Context: an optimization exercise on an open-source flow, tuned for small area and a short achievable clock period. The choices shown serve that exercise and are no tape-out recipe.
Function was checked by simulation only, so behaviour that the tests miss may differ from the original.
Power figures rest on the tool's default switching activity, not on a simulated workload.

## design/flow/design.v

```verilog
package rv_exec_pkg;
  typedef logic [31:0] word_t;
  typedef logic [4:0] reg_addr_t;
endpackage
`timescale 1ns/1ps
module rv_decoder
(
  input  rv_exec_pkg::word_t     i_instr,
  output rv_exec_pkg::reg_addr_t o_rs1,
  output rv_exec_pkg::reg_addr_t o_rs2,
  output rv_exec_pkg::reg_addr_t o_rd,
  output logic [2:0] o_funct3,
  output logic       o_is_alu,        
  output logic       o_use_rs2,       
  output logic       o_sub,           
  output logic       o_sra,           
  output logic       o_is_lui,
  output logic       o_is_auipc,
  output logic       o_is_link,       
  output logic       o_is_jalr,
  output logic       o_is_branch,
  output logic       o_legal,
  output logic       o_wr_en,         
  output rv_exec_pkg::word_t     o_imm,       
  output rv_exec_pkg::word_t     o_pc_imm     
);
  logic [6:0] opcode;
  logic [6:0] funct7;
  logic       f7_base;
  logic       f7_alt;
  logic       is_op, is_opimm, is_jal;
  logic       ok_op, ok_opimm, ok_jalr, ok_br;
  assign opcode   = i_instr[6:0];
  assign o_rd     = i_instr[11:7];
  assign o_funct3 = i_instr[14:12];
  assign o_rs1    = i_instr[19:15];
  assign o_rs2    = i_instr[24:20];
  assign funct7   = i_instr[31:25];
  assign f7_base  = (funct7 == 7'b0000000);
  assign f7_alt   = (funct7 == 7'b0100000);
  assign is_op       = (opcode == 7'b0110011);
  assign is_opimm    = (opcode == 7'b0010011);
  assign o_is_lui    = (opcode == 7'b0110111);
  assign o_is_auipc  = (opcode == 7'b0010111);
  assign is_jal      = (opcode == 7'b1101111);
  assign o_is_jalr   = (opcode == 7'b1100111);
  assign o_is_branch = (opcode == 7'b1100011);
  assign ok_op    = f7_base || (f7_alt && (o_funct3 == 3'b000 || o_funct3 == 3'b101));
  assign ok_opimm = (o_funct3 == 3'b001) ? f7_base :
                    (o_funct3 == 3'b101)  ? (f7_base || f7_alt) : 1'b1;
  assign ok_jalr  = (o_funct3 == 3'b000);
  assign ok_br    = (o_funct3[2:1] != 2'b01);
  assign o_is_alu  = is_op || is_opimm;
  assign o_use_rs2 = is_op || o_is_branch;
  assign o_is_link = is_jal || o_is_jalr;
  assign o_sub     = o_is_branch || (o_funct3[2:1] == 2'b01) ||
                     (is_op && i_instr[30] && o_funct3 == 3'b000);
  assign o_sra     = i_instr[30];
  assign o_legal = (is_op && ok_op) || (is_opimm && ok_opimm) || o_is_lui || o_is_auipc ||
                   is_jal || (o_is_jalr && ok_jalr) || (o_is_branch && ok_br);
  assign o_wr_en = o_legal && !o_is_branch;
  assign o_imm = {{20{i_instr[31]}}, i_instr[31:20]};
  always_comb
  begin
    if (o_is_branch)
      o_pc_imm = {{20{i_instr[31]}}, i_instr[7], i_instr[30:25], i_instr[11:8], 1'b0};
    else if (i_instr[3])             
      o_pc_imm = {{12{i_instr[31]}}, i_instr[19:12], i_instr[20], i_instr[30:21], 1'b0};
    else                             
      o_pc_imm = {i_instr[31:12], 12'b0};
  end
endmodule
`timescale 1ns/1ps
module rv_regfile
(
  input  logic      i_clk,
  input  logic      i_rst,
  input  rv_exec_pkg::reg_addr_t i_rs1_addr,
  input  rv_exec_pkg::reg_addr_t i_rs2_addr,
  output rv_exec_pkg::word_t     o_rs1_data,
  output rv_exec_pkg::word_t     o_rs2_data,
  input  logic      i_rs2_en,         
  input  rv_exec_pkg::word_t     i_alt_data,
  input  logic [31:1]            i_pend_hit,   
  input  logic      i_pend_en,        
  input  rv_exec_pkg::reg_addr_t i_pend_addr,
  input  rv_exec_pkg::word_t     i_pend_data
);
  rv_exec_pkg::word_t regs [1:31];
  logic [31:1] sel1, sel2;            
  logic        byp1, byp2;            
  rv_exec_pkg::word_t wr_data;
  assign wr_data = i_rst ? '0 : i_pend_data;
  for (genvar g = 1; g < 32; g++)
  begin : g_reg
    assign sel1[g]     = (i_rs1_addr == 5'(g)) && !i_pend_hit[g];
    assign sel2[g]     = i_rs2_en && (i_rs2_addr == 5'(g)) && !i_pend_hit[g];
    always_ff @(posedge i_clk)
    begin
      if (i_rst || i_pend_hit[g])
      begin
        regs[g] <= wr_data;
      end
    end
  end
  assign byp1 = i_pend_en && (i_rs1_addr == i_pend_addr);
  assign byp2 = i_rs2_en && i_pend_en && (i_rs2_addr == i_pend_addr);
  always_comb
  begin
    o_rs1_data = {32{byp1}} & i_pend_data;
    o_rs2_data = ({32{byp2}} & i_pend_data) | ({32{!i_rs2_en}} & i_alt_data);
    for (int i = 1; i < 32; i++)
    begin
      o_rs1_data = o_rs1_data | ({32{sel1[i]}} & regs[i]);
      o_rs2_data = o_rs2_data | ({32{sel2[i]}} & regs[i]);
    end
  end
endmodule
`timescale 1ns/1ps
module rv_alu
(
  input  logic [2:0] i_funct3,
  input  logic       i_is_alu,
  input  logic       i_sub,
  input  logic       i_sra,
  input  logic       i_is_lui,
  input  logic       i_is_auipc,
  input  logic       i_is_link,
  input  logic       i_is_jalr,
  input  logic       i_is_branch,
  input  rv_exec_pkg::word_t i_rs1_data,
  input  rv_exec_pkg::word_t i_rs2_data,
  input  rv_exec_pkg::word_t i_pc,
  input  rv_exec_pkg::word_t i_pc_imm,
  output rv_exec_pkg::word_t o_result,
  output logic               o_taken,
  output rv_exec_pkg::word_t o_target
);
  rv_exec_pkg::word_t a, b, bx;
  logic [33:0] add_full;
  rv_exec_pkg::word_t sum;
  logic        cout;
  logic        ltu, lts, eq, cond;
  logic [4:0]  shamt;
  rv_exec_pkg::word_t sh_in, sh_out, sh_rev;
  logic [63:0] sh_wide;
  rv_exec_pkg::word_t pc_sum, pc_link, early;
  assign a  = i_rs1_data;
  assign b  = i_rs2_data;                   
  assign bx = b ^ {32{i_sub}};
  assign add_full = {1'b0, a, 1'b1} + {1'b0, bx, i_sub};
  assign sum      = add_full[32:1];
  assign cout     = add_full[33];
  assign ltu  = !cout;
  assign lts  = (a[31] ^ b[31]) ? a[31] : sum[31];
  assign eq   = (a == b);
  assign cond = i_funct3[0] ^ (i_funct3[2] ? (i_funct3[1] ? ltu : lts) : eq);
  assign shamt = b[4:0];
  always_comb
  begin
    for (int i = 0; i < 32; i++)
    begin
      sh_in[i]  = i_funct3[2] ? a[i] : a[31 - i];
    end
  end
  assign sh_wide = {{32{i_sra && i_funct3[2] && a[31]}}, sh_in} >> shamt;
  assign sh_out  = sh_wide[31:0];
  always_comb
  begin
    for (int i = 0; i < 32; i++)
    begin
      sh_rev[i] = sh_out[31 - i];
    end
  end
  assign pc_sum  = i_pc + i_pc_imm;
  assign pc_link = i_pc + 32'd4;
  always_comb
  begin
    if (i_is_lui)        early = i_pc_imm;
    else if (i_is_auipc) early = pc_sum;
    else if (i_is_link)  early = pc_link;
    else                 early = '0;
  end
  always_comb
  begin
    if (!i_is_alu)
      o_result = early;
    else
    begin
      case (i_funct3)
        3'd0:    o_result = sum;
        3'd1:    o_result = sh_rev;
        3'd2:    o_result = {31'b0, lts};
        3'd3:    o_result = {31'b0, ltu};
        3'd4:    o_result = a ^ b;
        3'd5:    o_result = sh_out;
        3'd6:    o_result = a | b;
        default: o_result = a & b;
      endcase
    end
  end
  assign o_taken  = i_is_link || (i_is_branch && cond);
  assign o_target = i_is_jalr ? {sum[31:1], 1'b0} : pc_sum;
endmodule
`timescale 1ns/1ps
module rv_exec_top
(
  input  logic      i_clk,
  input  logic      i_rst,
  input  logic      i_valid,
  input  rv_exec_pkg::word_t     i_instr,
  input  rv_exec_pkg::word_t     i_pc,
  output logic      o_valid,
  output rv_exec_pkg::word_t     o_result,
  output rv_exec_pkg::reg_addr_t o_rd,
  output logic      o_branch_taken,
  output rv_exec_pkg::word_t     o_target,
  output logic      o_illegal
);
  rv_exec_pkg::reg_addr_t  rs1, rs2, rd;
  logic [2:0] funct3;
  logic       is_alu, use_rs2, sub, sra, is_lui, is_auipc, is_link, is_jalr, is_branch;
  logic       legal, wr_en;
  rv_exec_pkg::word_t      imm, pc_imm;
  rv_exec_pkg::word_t      rs1_data, rs2_data;
  rv_exec_pkg::word_t      result, target;
  logic       taken;
  logic [31:1] pend_hit;               
  logic        pend_en;                
  rv_decoder u_decoder (
    .i_instr (i_instr),
    .o_rs1 (rs1), .o_rs2 (rs2), .o_rd (rd), .o_funct3 (funct3),
    .o_is_alu (is_alu), .o_use_rs2 (use_rs2), .o_sub (sub), .o_sra (sra),
    .o_is_lui (is_lui), .o_is_auipc (is_auipc), .o_is_link (is_link),
    .o_is_jalr (is_jalr), .o_is_branch (is_branch),
    .o_legal (legal), .o_wr_en (wr_en), .o_imm (imm), .o_pc_imm (pc_imm)
  );
  rv_regfile u_regfile (
    .i_clk (i_clk), .i_rst (i_rst),
    .i_rs1_addr (rs1), .i_rs2_addr (rs2),
    .o_rs1_data (rs1_data), .o_rs2_data (rs2_data),
    .i_rs2_en (use_rs2), .i_alt_data (imm),
    .i_pend_hit (pend_hit), .i_pend_en (pend_en), .i_pend_addr (o_rd),
    .i_pend_data (o_result)
  );
  rv_alu u_alu (
    .i_funct3 (funct3), .i_is_alu (is_alu), .i_sub (sub), .i_sra (sra),
    .i_is_lui (is_lui), .i_is_auipc (is_auipc), .i_is_link (is_link), .i_is_jalr (is_jalr),
    .i_is_branch (is_branch),
    .i_rs1_data (rs1_data), .i_rs2_data (rs2_data), .i_pc (i_pc), .i_pc_imm (pc_imm),
    .o_result (result), .o_taken (taken), .o_target (target)
  );
  always_ff @(posedge i_clk)
  begin
    if (i_rst)
    begin
      o_valid        <= 1'b0;
      o_branch_taken <= 1'b0;
      o_illegal      <= 1'b0;
      pend_hit       <= '0;
      pend_en        <= 1'b0;
    end
    else
    begin
      o_valid        <= i_valid;
      o_branch_taken <= i_valid && legal && taken;
      o_illegal      <= i_valid && !legal;
      pend_en        <= i_valid && wr_en && (rd != '0);
      for (int g = 1; g < 32; g++)
      begin
        pend_hit[g]  <= i_valid && wr_en && (rd == 5'(g));
      end
    end
  end
  always_ff @(posedge i_clk)
  begin
    o_result <= result;                
    o_rd     <= rd;
    o_target <= target;
  end
endmodule
```

## design/flow/run.sh

```bash
#!/bin/bash
# synth_recipe.tcl (not shown) runs the flow's synth.tcl, then flattens the netlist and writes it again
# the make line also repeats each setting of config.mk as NAME=value (left out here)
make -C /OpenROAD-flow-scripts/flow DESIGN_CONFIG=/design/flow/config.mk WORK_HOME=/design/flow/orfs CLKGATE_MAP_FILE= SYNTH_SCRIPT=/design/flow/synth_recipe.tcl finish
```

## design/flow/config.mk

```make
export PLATFORM = sky130hd
export DESIGN_NAME = rv_exec_top
export DESIGN_NICKNAME = rv_exec_top
export VERILOG_FILES = /design/flow/design.v
export SDC_FILE = /design/flow/constraint.sdc
export NUM_CORES = 4
export LEC_CHECK = 0
export CAP_MARGIN = 20
export CORE_MARGIN = 2
export CORE_UTILIZATION = 40
export CTS_BUF_LIST = sky130_fd_sc_hd__clkbuf_8
export CTS_CLUSTER_SIZE = 24
export PLACE_DENSITY = 0.6
export SETUP_SLACK_MARGIN = 3.0
export SLEW_MARGIN = 20
```

## design/flow/constraint.sdc

```tcl
create_clock -name core_clock -period 8.0 [get_ports {i_clk}]
set_input_delay 1.6000 -clock core_clock [delete_from_list [all_inputs] [get_ports {i_clk}]]
set_output_delay 1.6000 -clock core_clock [all_outputs]
set_load 0.01 [all_outputs]
```

==> results.ini, run 1 <==
[sta]
finalSetupViolCount = 0
timing.fmax_ghz = 0.1673
tightest_slew_ps = 1218
fin_crit_ps = 5978
period_share = 0.7473
whs_ps = 811.6
hold_viol = 0
rsz0062_at_grt = yes
slew_violations = 0
slew_headroom = 0.1877
finClkSkew_ps = 59.44

[worst_setup_path]
slowest_stage = a2111o_1
r2r_cells = 24
slowest_delay_ps = 500
critPathArrivalTime_ps = 6880
crit_fanout = 5
reg2reg_slack_ps = 2520
startpoint_type = primary input
crit_top_cell = buf_12
required_ps = 8900
crit_type = primary input to register
cp-end-kind = register

[finish]
syn2layout_area_growth_pct = 29.10
final_cell_area_mm2 = 0.07130
drive_above_1_share = 0.2637
final_util = 0.5192
finalNetCount = 5536

[logic_synthesis]
ys_seq_area_frac = 0.5771
avgSynthCellArea_um2 = 12.11
synth_fp_nets = 4755
async_reset_ff_frac = 0
ys.flop_type = edfxtp_1
yosys_warnings = 5
synth-edff-count = 992
syn_inst = 4560
synth_top_area_share = 0.5394
synth_cell_types = 103
yosysTopAreaCell = edfxtp_1
syn_area_mm2 = 0.05523
synth_most_common_cell = edfxtp_1
yosys-top-cells-area = edfxtp_1, a22oi_1, dfxtp_1
synth-seq-cells = 1096
synth_common_cells = edfxtp_1, a22oi_1, nand2_1, clkbuf_1, nor2_1

[pwr]
pwr-share-comb = 0.207
irDropWorstVdd_mv = 0.1816
swShare = 0.3074
internal_power_uw = 10370
p_sw_uw = 4604
p_per_area_mw_per_mm2 = 210.0
leakagePower_uw = 0.02649
seqPwrFrac = 0.448
clkPwrFrac = 0.345

[clock_network]
numCtsBuffers = 185
cts_tree = yes
cts_sinks = 1096
clkSlewWorstSetupHoldPaths_ps = 70
root_buffer = clkbuf_8
h-tree-depth = 4
cts_max_path_buffers = 3
clk_latency_ps = 990
holdBufCountCts = 0

[die]
fp.coreArea_mm2 = 0.1373
die_y_um = 375.6
io_pins = 139
die_w_um = 375.6
rows = 136
die_area_mm2 = 0.1411
initial_utilization = 0.4022

[route]
wl_met3_mm = 52.52
vias_per_cell = 7.462
wire_per_inst_um = 46.51
vias = 54600
met1_length_mm = 114.2
wl_mm = 340.3
wl_met2_mm = 139.3
postRouteAntennaNets = 0
drc = 0
firstDrtPassIters = 11
drtIter0Drc = 12030
top_layer = met5

[global_routing]
grt_pass1_vias = 51840
grt_pass1_wl_mm = 450.3
grt_max_degree = 49
grt_overflow = 0
antenna_found_initial = 28
grtUsageTotal = 0.4710

[placement]
portBuffers = 138
postPlaceCellArea_mm2 = 0.06310
gp_congestion = 1.055
dp_hpwl_mm = 219.4

[hold_path]
worst_hold_path_type = register to register
hold_path_depth = 1

[outcome]
status = finished clean

[run]
drv_cap = 0

## per-stage QoR
step / std cells / total power [uW] / TNS [ps] / worst slack, ps
3_3_place_gp: 6716 / 9365 / -5557 / -715.5
3_5_place_dp: 6716 / 9347 / -103.9 / -64.76
6_report: 7317 / 14980 / 0 / 2022
2_1_floorplan: 4560 / 7870 / 0 / 1765
5_1_grt: 7295 / 15280 / 0 / 1916
4_1_cts: 7274 / 14700 / 0 / 2264
## state kept, by name (all words and copies together) (netlist names)
name and cells:
pend_en 1, o_valid 1, o_result 32, o_branch_taken 1, o_rd 5, o_target 32
o_illegal 1, pend_hit 31, u_regfile.regs 992
## layout make-up
cell class                 instances  area (um^2)
antenna                           25        62.56
multi-input combinational       3010        23760
tap                             1794         2245
clock inverter                   147        958.4
fill                           11970        66020
clock buffer                     197         2711
timing repair buffer             923         9198
sequential                      1096        31870
inverter                         125        494.2
## critical path: cells and delay by family
kind | cells | cell delay [ps]
XOR/XNOR | 2 | 410
adder cells (fa/ha/maj) | 1 | 270
AND/OR/NAND/NOR | 5 | 760
AO/OA/AOI/OAI | 9 | 2210
buffers and inverters | 11 | 1610
## kinds of logic after synthesis
| kind of cell | count (synthesis) | synth area share |
|---|---|---|
| compound gates | 1515 | 0.2069 |
| xor+xnor | 128 | 0.02030 |
| fa+ha+maj | 128 | 0.02914 |
| buf+inv | 455 | 0.03349 |
| flops | 1096 | 0.5771 |
| mux | 70 | 0.02005 |
| simple gates | 1168 | 0.1130 |
## repair_timing
action | 4_1_cts | 5_1_grt
cloned | 13 | 0
resized for setup | 437 | 96
endpoints found under the setup margin | 64 | 63
hold endpoints to repair | 0 | 0
setup buffers | 201 | 17
pin swaps | 145 | 75
## worst paths after layout
path | from | to
worst min-delay path | o_result[17] | u_regfile.regs[10][17]
worst min register to register | o_result[17] | u_regfile.regs[10][17]
worst max register to register | pend_hit[16] | o_branch_taken
worst max-delay path | i_instr[6] | o_result[25]
## power by group through the flow
stage	registers, uW	clock network [uW]	logic [uW]
6_report	6700	5170	3100
2_1_floorplan	6730	0	1140
3_5_place_dp	6800	0	2550
5_1_grt	6710	5410	3160
3_3_place_gp	6800	0	2570
4_1_cts	6680	5160	2860
## cells in the final DEF (no fill, tap or decap), types with 32 or more instances in the layout
cell type	synthesis	final
a21o_1	63	63
a21oi_1	158	137
a221oi_1	109	84
a222oi_1	104	104
a22o_1	93	93
a22oi_1	608	604
and3_1	42	36
buf_12	1	100
buf_4	6	581
buf_6	5	82
clkbuf_8	0	197
clkdlybuf4s50_1	0	118
clkinv_1	2	44
clkinv_2	0	32
dfxtp_1	104	104
edfxtp_1	992	992
ha_1	127	123
inv_1	117	166
nand2_1	236	225
nand3_1	138	127
nand4_1	164	164
nor2_1	178	165
nor2b_1	53	50
nor3_1	89	45
nor4_1	78	53
o21ai_0	106	71
or2_2	37	37
xnor2_1	100	80
## layer usage
metal | up-vias | GRT usage
met1 | 26520 | 0.5562
met4 | 26 | 0.3725
met5 | - | 0.007547
li1 | 20310 | -
met2 | 5935 | 0.6754
met3 | 1813 | 0.1941
==> run 2, diff against run 1 <==
==> design/flow/config.mk (replaced) <==
export PLATFORM = sky130hd
export DESIGN_NAME = rv_exec_top
export DESIGN_NICKNAME = rv_exec_top
export VERILOG_FILES = /design/flow/design.v
export SDC_FILE = /design/flow/constraint.sdc
export NUM_CORES = 4
export LEC_CHECK = 0
export CAP_MARGIN = 20
export CORE_MARGIN = 2
export CORE_UTILIZATION = 50
export PLACE_DENSITY = 0.7
export SETUP_SLACK_MARGIN = 3.0
export SLEW_MARGIN = 20
export TNS_END_PERCENT = 20
==> results.ini, run 2 <==
[sta]
rsz0062_at_grt = yes
final.setup.tns_ps = 0  ; unchanged
hold_viol = 0  ; unchanged
slew_violations = 0  ; unchanged
tightest_slew_ps = 1177  ; -41.19 ps
finClkSkew_ps = 67.14  ; +7.699 ps
slew_headroom = 0.2151  ; +0.02746
period_share = 0.7770  ; +0.02966
finalSetupViolCount = 0  ; unchanged
timing.fmax_ghz = 0.1609  ; -3.8%
fin_crit_ps = 6216  ; +237.3 ps

[die]
die_area_mm2 = 0.1131  ; -20%
initial_utilization = 0.5059  ; +0.1038
fp.coreArea_mm2 = 0.1092  ; -21%
io_pins = 139  ; unchanged
die_y_um = 336.3  ; -10%
die_w_um = 336.3  ; -10%
rows = 121  ; -11%

[finish]
regMostFlops = u_regfile.regs
final_cell_mix = edfxtp_1, a22oi_1, buf_4
finalNetCount = 5381  ; -2.8%
largest_reg_flops = 992  ; unchanged
top_regs = u_regfile.regs: 992 flops, o_result: 32 flops, o_target: 32 flops
syn2layout_area_growth_pct = 25.17
drive_above_1_share = 0.2263  ; -0.03745
final_common_cell = edfxtp_1
fillers = 8562  ; -28%

[worst_setup_path]
reg2reg_slack_ps = 2350  ; -170 ps
slowest_stage = a221o_1
required_ps = 8690  ; -210 ps
crit_fanout = 9  ; +4
crit_type = primary input to register
slowest_delay_ps = 370  ; -130 ps
cp-end-kind = register
r2r_cells = 26  ; +8.3%
timing.rr.start = pend_hit[21]
path_delay_family = compound AO/OA/AOI/OAI gates
critPathBufInv = 7  ; -4
critPathArrivalTime_ps = 6910  ; +30 ps
regToRegEndpoint = o_branch_taken
startpoint_type = primary input

[placement]
dp_hpwl_mm = 193.1  ; -12%
portBuffers = 138  ; unchanged
gp_congestion = 1.087  ; +3.0%

[route]
drtIter0Drc = 13120  ; +9.1%
postRouteAntennaNets = 0  ; unchanged
wl_mm = 319.5  ; -6.1%
firstDrtPassIters = 15  ; +4
wire_per_inst_um = 47.04  ; +1.1%
vias = 55450  ; +1.6%
drc = 0  ; unchanged
vias_per_cell = 8.164  ; +9.4%

[outcome]
status = finished clean

[pwr]
p_per_area_mw_per_mm2 = 217.0  ; +3.3%
leakagePower_uw = 0.02545  ; -3.9%
p_total_uw = 15000  ; +0.18%
irDropWorstVdd_mv = 0.2777  ; +53%

[logic_synthesis]
synth-edff-count = 992  ; unchanged
synth_common_cells = edfxtp_1, a22oi_1, nand2_1, clkbuf_1, nor2_1
yosys_warnings = 5  ; unchanged
syn_area_mm2 = 0.05523  ; unchanged
syn_inst = 4560  ; unchanged
avgSynthCellArea_um2 = 12.11  ; unchanged
ys.flop_type = edfxtp_1
synth_top_area_share = 0.5394  ; unchanged
synth_most_common_cell = edfxtp_1
async_reset_ff_frac = 0  ; unchanged
yosysTopAreaCell = edfxtp_1
synth_cell_types = 103  ; unchanged
ys_seq_area_frac = 0.5771  ; unchanged
yosys-top-cells-area = edfxtp_1, a22oi_1, dfxtp_1
synth-seq-cells = 1096  ; unchanged
synth_fp_nets = 4755  ; unchanged

[clock_network]
root_buffer = clkbuf_16
holdBufCountCts = 0  ; unchanged
h-tree-depth = 3  ; -1
numCtsBuffers = 111  ; -40%
cts_tree = yes
cts_sinks = 1096  ; unchanged
cts_max_path_buffers = 3  ; unchanged
clkSlewWorstSetupHoldPaths_ps = 60  ; about the same
clk_latency_ps = 770  ; -220 ps

[run]
drv_cap = 0  ; unchanged

[global_routing]
antenna_found_initial = 27  ; -3.6%
grtUsageTotal = 0.5526  ; +0.08160
grt_pass1_vias = 51200  ; -1.2%
grt_max_degree = 49  ; unchanged
grt_pass1_wl_mm = 423.6  ; -5.9%
grt_overflow = 0  ; unchanged

[hold_path]
hold_path_depth = 1  ; unchanged
holdCritStartpoint = pend_hit[30]
min_to = u_regfile.regs[30][0]
worst_hold_path_type = register to register

## run 2: layout make-up
| class | count | area [um^2] | area share |
|---|---|---|---|
| repair buffers | 841 | 8164 | 0.1181 |
| diodes | 35 | 87.58 | 0.001267 |
| inverters | 125 | 475.5 | 0.006878 |
| clock inverters | 78 | 908.4 | 0.01314 |
| flip-flops and latches | 1096 | 31870 | 0.4610 |
| well taps | 1476 | 1847 | 0.02672 |
| clock buffers | 130 | 2902 | 0.04197 |
| multi-input cells | 3011 | 22870 | 0.3309 |
## run 2: metal layers
| metal | track usage | share of wire | up-vias |
|---|---|---|---|
| met2 | 0.7384 | 0.38 | 6809 |
| met4 | 0.4705 | 0.11 | 28 |
| met3 | 0.3250 | 0.19 | 2353 |
| li1 | - | - | 19980 |
| met1 | 0.6225 | 0.31 | 26280 |
| met5 | 0.02298 | 0.0019 | - |
## run 2: logic make-up (layout without fill, tap and decap cells)
group	Yosys count	after routing	synth area share
fa+ha+maj	128	128	0.02914
xor+xnor	128	128	0.02030
other cells	0	35	0
simple gates	1168	1170	0.1130
mux	70	70	0.02005
compound gates	1515	1515	0.2069
flops	1096	1096	0.5771
buf+inv	455	1174	0.03349
## run 2: through the flow
| stage | hold slack [ps] | setup WS [ps] | instances | area (um^2) | util |
|---|---|---|---|---|---|
| 6_report | 775.5 | 1784 | 6792 | 69130 | 0.6333 |
| 5_1_grt | 790.0 | 1641 | 6762 | 69050 | 0.6326 |
| 2_1_floorplan | 839.4 | 1764 | 4560 | 55640 | - |
| 3_3_place_gp | 737.9 | 129.2 | 6299 | 61610 | 0.5644 |
| 3_5_place_dp | 734.2 | 38.33 | 6299 | 61610 | 0.5644 |
| 4_1_cts | 748.4 | 2112 | 6726 | 68540 | 0.6279 |
## run 2: worst max path at each step
stage / cells after the start / from / to
after floorplan: 26 / i_instr[23] / o_branch_taken
after global placement: 28 / i_instr[6] / o_result[12]
after detailed placement: 28 / i_instr[6] / o_result[12]
after CTS: 28 / i_instr[20] / o_branch_taken
after global routing: 30 / i_instr[23] / o_result[31]
final: 28 / i_instr[22] / o_branch_taken
## run 2: repair_timing
action / 4_1_cts / 5_1_grt
gates resized for setup: 325 / 48
buffers inserted: 205 / 31
endpoints found under the setup margin: 64 / 62
cloned: 14 / 0
pin swaps: 124 / 71
## run 2: report_power, final
part           leakage (uW)  switching, uW  internal [uW]
registers            0.0110            188           6500
clock network       0.00183           2410           3130
logic                0.0126           1760           1010
## run 2: worst register-to-register path: stages, from the launching register on
cell and delay, ps:
dfxtp_1 660, or3b_4 270, nor4_4 50, buf_12 150, buf_16 130, buf_12 140
a221o_1 310, a221oi_2 180, nand4_1 180, nor3_2 250, nand4_1 150, buf_6 200
xnor2_2 130, ha_1 290, a21o_1 200, a21oi_2 210, o21bai_2 100, a21oi_2 200
o21bai_1 110, a31oi_1 220, o21ai_2 100, a311o_1 370, buf_4 170, o41ai_4 280
nor4_2 100, or3_1 360, nand3_1 80
==> run 3, diff against run 2 <==
--- a/design/flow/config.mk
+++ b/design/flow/config.mk
@@ -8,6 +8,8 @@
 export CAP_MARGIN = 20
 export CORE_MARGIN = 2
 export CORE_UTILIZATION = 50
+export CTS_CLUSTER_DIAMETER = 80
+export CTS_CLUSTER_SIZE = 22
 export PLACE_DENSITY = 0.7
 export SETUP_SLACK_MARGIN = 3.0
 export SLEW_MARGIN = 20
==> results.ini, run 3 <==
[finish]
final_cells = 6687  ; -1.5%
final_common_cell = edfxtp_1
final_util = 0.6223  ; -0.01096
final_cell_area_mm2 = 0.06793  ; -1.7%
syn2layout_area_growth_pct = 23.01
top_regs = u_regfile.regs: 992 flops, o_result: 32 flops, o_target: 32 flops
regMostFlops = u_regfile.regs
final_cell_mix = edfxtp_1, a22oi_1, buf_4
drive_above_1_share = 0.2231  ; -0.003160
finalNetCount = 5351  ; -0.56%
largest_reg_flops = 992  ; unchanged

[die]
fp.coreArea_mm2 = 0.1092  ; unchanged
die_y_um = 336.3  ; unchanged
die_area_mm2 = 0.1131  ; unchanged
rows = 121  ; unchanged
die_w_um = 336.3  ; unchanged
initial_utilization = 0.5059  ; unchanged
io_pins = 139  ; unchanged

[sta]
finalWorstSetupSlack_ps = 1863  ; +79.04 ps
rsz0062_at_grt = yes
finClkSkew_ps = 50.13  ; -17.00 ps
fin_crit_ps = 6137  ; -79.04 ps
slew_violations = 0  ; unchanged
slew_headroom = 0.1419  ; -0.07320
period_share = 0.7671  ; -0.009880
final.setup.tns_ps = 0  ; unchanged
hold_viol = 0  ; unchanged
tightest_slew_ps = 1287  ; +109.8 ps
finalSetupViolCount = 0  ; unchanged
timing.fmax_ghz = 0.1630  ; +1.3%

[placement]
dp_hpwl_mm = 193.1  ; unchanged
portBuffers = 138  ; unchanged
gp_congestion = 1.087  ; unchanged
pre_cts_ws_ps = 38.33  ; unchanged
place_inst = 6299  ; unchanged
postPlaceCellArea_mm2 = 0.06161  ; unchanged

[worst_setup_path]
crit_type = primary input to register
critPathLaunch = i_instr[23]
reg2reg_slack_ps = 2510  ; +160 ps
slowest_delay_ps = 570  ; +200 ps
slowest_stage = xnor2_1
crit_top_cell = buf_4
timing.rr.start = pend_hit[4]
crit_fanout = 8  ; -1
startpoint_type = primary input
cp-end-kind = register
required_ps = 8620  ; -70 ps
critPathArrivalTime_ps = 6750  ; -160 ps

[clock_network]
root_buffer = clkbuf_16
clkSlewWorstSetupHoldPaths_ps = 90  ; +30 ps
cts_sinks = 1096  ; unchanged
clk_latency_ps = 720  ; -50 ps
cts_tree = yes
h-tree-depth = 3  ; unchanged
cts_max_path_buffers = 3  ; unchanged
numCtsBuffers = 68  ; -39%

[logic_synthesis]
syn_area_mm2 = 0.05523  ; unchanged
syn_inst = 4560  ; unchanged
synth_cell_types = 103  ; unchanged
async_reset_ff_frac = 0  ; unchanged
synth-seq-cells = 1096  ; unchanged
synth-edff-count = 992  ; unchanged
synth_top_area_share = 0.5394  ; unchanged
synth_fp_nets = 4755  ; unchanged
yosys-top-cells-area = edfxtp_1, a22oi_1, dfxtp_1
yosys_warnings = 5  ; unchanged
avgSynthCellArea_um2 = 12.11  ; unchanged
synth_common_cells = edfxtp_1, a22oi_1, nand2_1, clkbuf_1, nor2_1
ys_seq_area_frac = 0.5771  ; unchanged
yosysTopAreaCell = edfxtp_1
synth_most_common_cell = edfxtp_1
ys.flop_type = edfxtp_1

[route]
drc = 0  ; unchanged
postRouteAntennaNets = 0  ; unchanged
vias_per_cell = 8.246  ; +1.0%
drtIter0Drc = 13900  ; +6.0%
wl_mm = 319.9  ; +0.14%
vias = 55140  ; -0.56%
firstDrtPassIters = 13  ; -2
wire_per_inst_um = 47.84  ; +1.7%

[pwr]
irDropWorstVdd_mv = 0.2640  ; -4.9%
leakagePower_uw = 0.02485  ; -2.4%
p_per_area_mw_per_mm2 = 196.7  ; -9.4%

[global_routing]
grt_pass1_vias = 50400  ; -1.6%
antenna_found_initial = 34  ; +26%
grt_max_degree = 49  ; unchanged
grt_pass1_wl_mm = 421.1  ; -0.58%
grtUsageTotal = 0.5509  ; -0.001718
grt_overflow = 0  ; unchanged

[hold_path]
worst_hold_path_type = register to register
holdCritStartpoint = pend_hit[30]

[outcome]
status = finished clean

[run]
drv_cap = 0  ; unchanged

run 3: final cells by class:
cell class,instances,area [um^2]
antenna,30,75.07
timing repair buffer,854,8491
clock buffer,74,1809
multi-input combinational,3011,23050
fill,8657,41220
sequential,1096,31870
inverter,125,475.5
tap,1476,1847
clock inverter,21,317.8
run 3: cell families (layout without fill, tap and decap cells):
kind of cell    count (synthesis)  in the layout  synth area share
flops                        1096           1096            0.5771
mux                            70             70           0.02005
buf+inv                       455           1074           0.03349
fa+ha+maj                     128            128           0.02914
simple gates                 1168           1170            0.1130
xor+xnor                      128            128           0.02030
compound gates               1515           1515            0.2069
other cells                     0             30                 0
run 3: path summary, 6_finish.rpt:
path                                 to  depth (start not counted)
hold / removal    u_regfile.regs[30][0]                          1
hold reg to reg   u_regfile.regs[30][0]                          1
setup / recovery           o_result[14]                         32
setup reg to reg           o_result[14]                         24
run 3: critical path: cells and delay by family:
| family | cells | cell delay [ps] |
|---|---|---|
| compound gates | 10 | 1720 |
| simple gates | 5 | 590 |
| fa+ha+maj | 1 | 310 |
| buf+inv | 14 | 1790 |
| xor+xnor | 2 | 690 |
run 3: layer usage:
| metal | track usage | share of wire | up-vias |
|---|---|---|---|
| li1 | - | - | 19820 |
| met1 | 0.6308 | 0.31 | 26130 |
| met2 | 0.7353 | 0.39 | 6845 |
| met3 | 0.3144 | 0.19 | 2296 |
| met4 | 0.4629 | 0.11 | 42 |
| met5 | 0.01447 | 0.0021 | - |
run 3: power by group:
group          total (uW)  switching (uW)  internal, uW
Clock                3860            2090          1770
Sequential           6680             188          6490
Combinational        2820            1780          1040
Total               13400            4060          9300
run 3: through the flow:
stage | power, uW | hold WS, ps
after floorplan | 7845 | 839.4
after global placement | 9180 | 737.9
after detailed placement | 9175 | 734.2
after CTS | 13000 | 751.5
after global routing | 13500 | 798.8
final | 13360 | 792.6
run 3: repair_timing:
item / CTS / global route
setup buffers: 190 / 52
gates resized for setup: 301 / 117
hold buffers: 0 / 0
setup endpoints to repair: 64 / 70
pin swaps: 133 / 91
gates cloned: 18 / 3

-- what the ideal ports hide --
How much do the figures lean on ideal ports? The routed layouts below were timed once more, with nothing changed but the port constraints.
Step 1 (the two cells are an assumption about what drives the block):
set clk [get_ports {i_clk}]
set_driving_cell -lib_cell sky130_fd_sc_hd__clkbuf_16 $clk
set_driving_cell -lib_cell sky130_fd_sc_hd__buf_2 [delete_from_list [all_inputs] $clk]
Step 2 times the ports against the registers' clock, not the clock port: input delays grow and output delays shrink by t, the midpoint of the rising clock arrivals with the driver on.
a / b / c = ideal ports / drivers / drivers and shift; a / b = the first two.
run	shift t [ns]	setup WS [ns]	hold WS [ns]	worst setup path after step 2	latest minus earliest clock arrival (ns)
run 1	1.040	2.022 / 2.057 / 1.017	0.812 / 0.812 / 0.812	input to register	0.060 / 0.060
run 2	0.807	1.784 / 1.828 / 1.021	0.775 / 0.775 / 0.775	input to register	0.067 / 0.067
run 3	0.768	1.863 / 1.896 / 1.128	0.793 / 0.793 / 0.793	input to register	0.051 / 0.051
After both steps setup and hold are still met in every run listed. For run 1, which loses most, drivers alone change the setup slack by +0.035 ns; drivers and shift together by -1.005 ns.
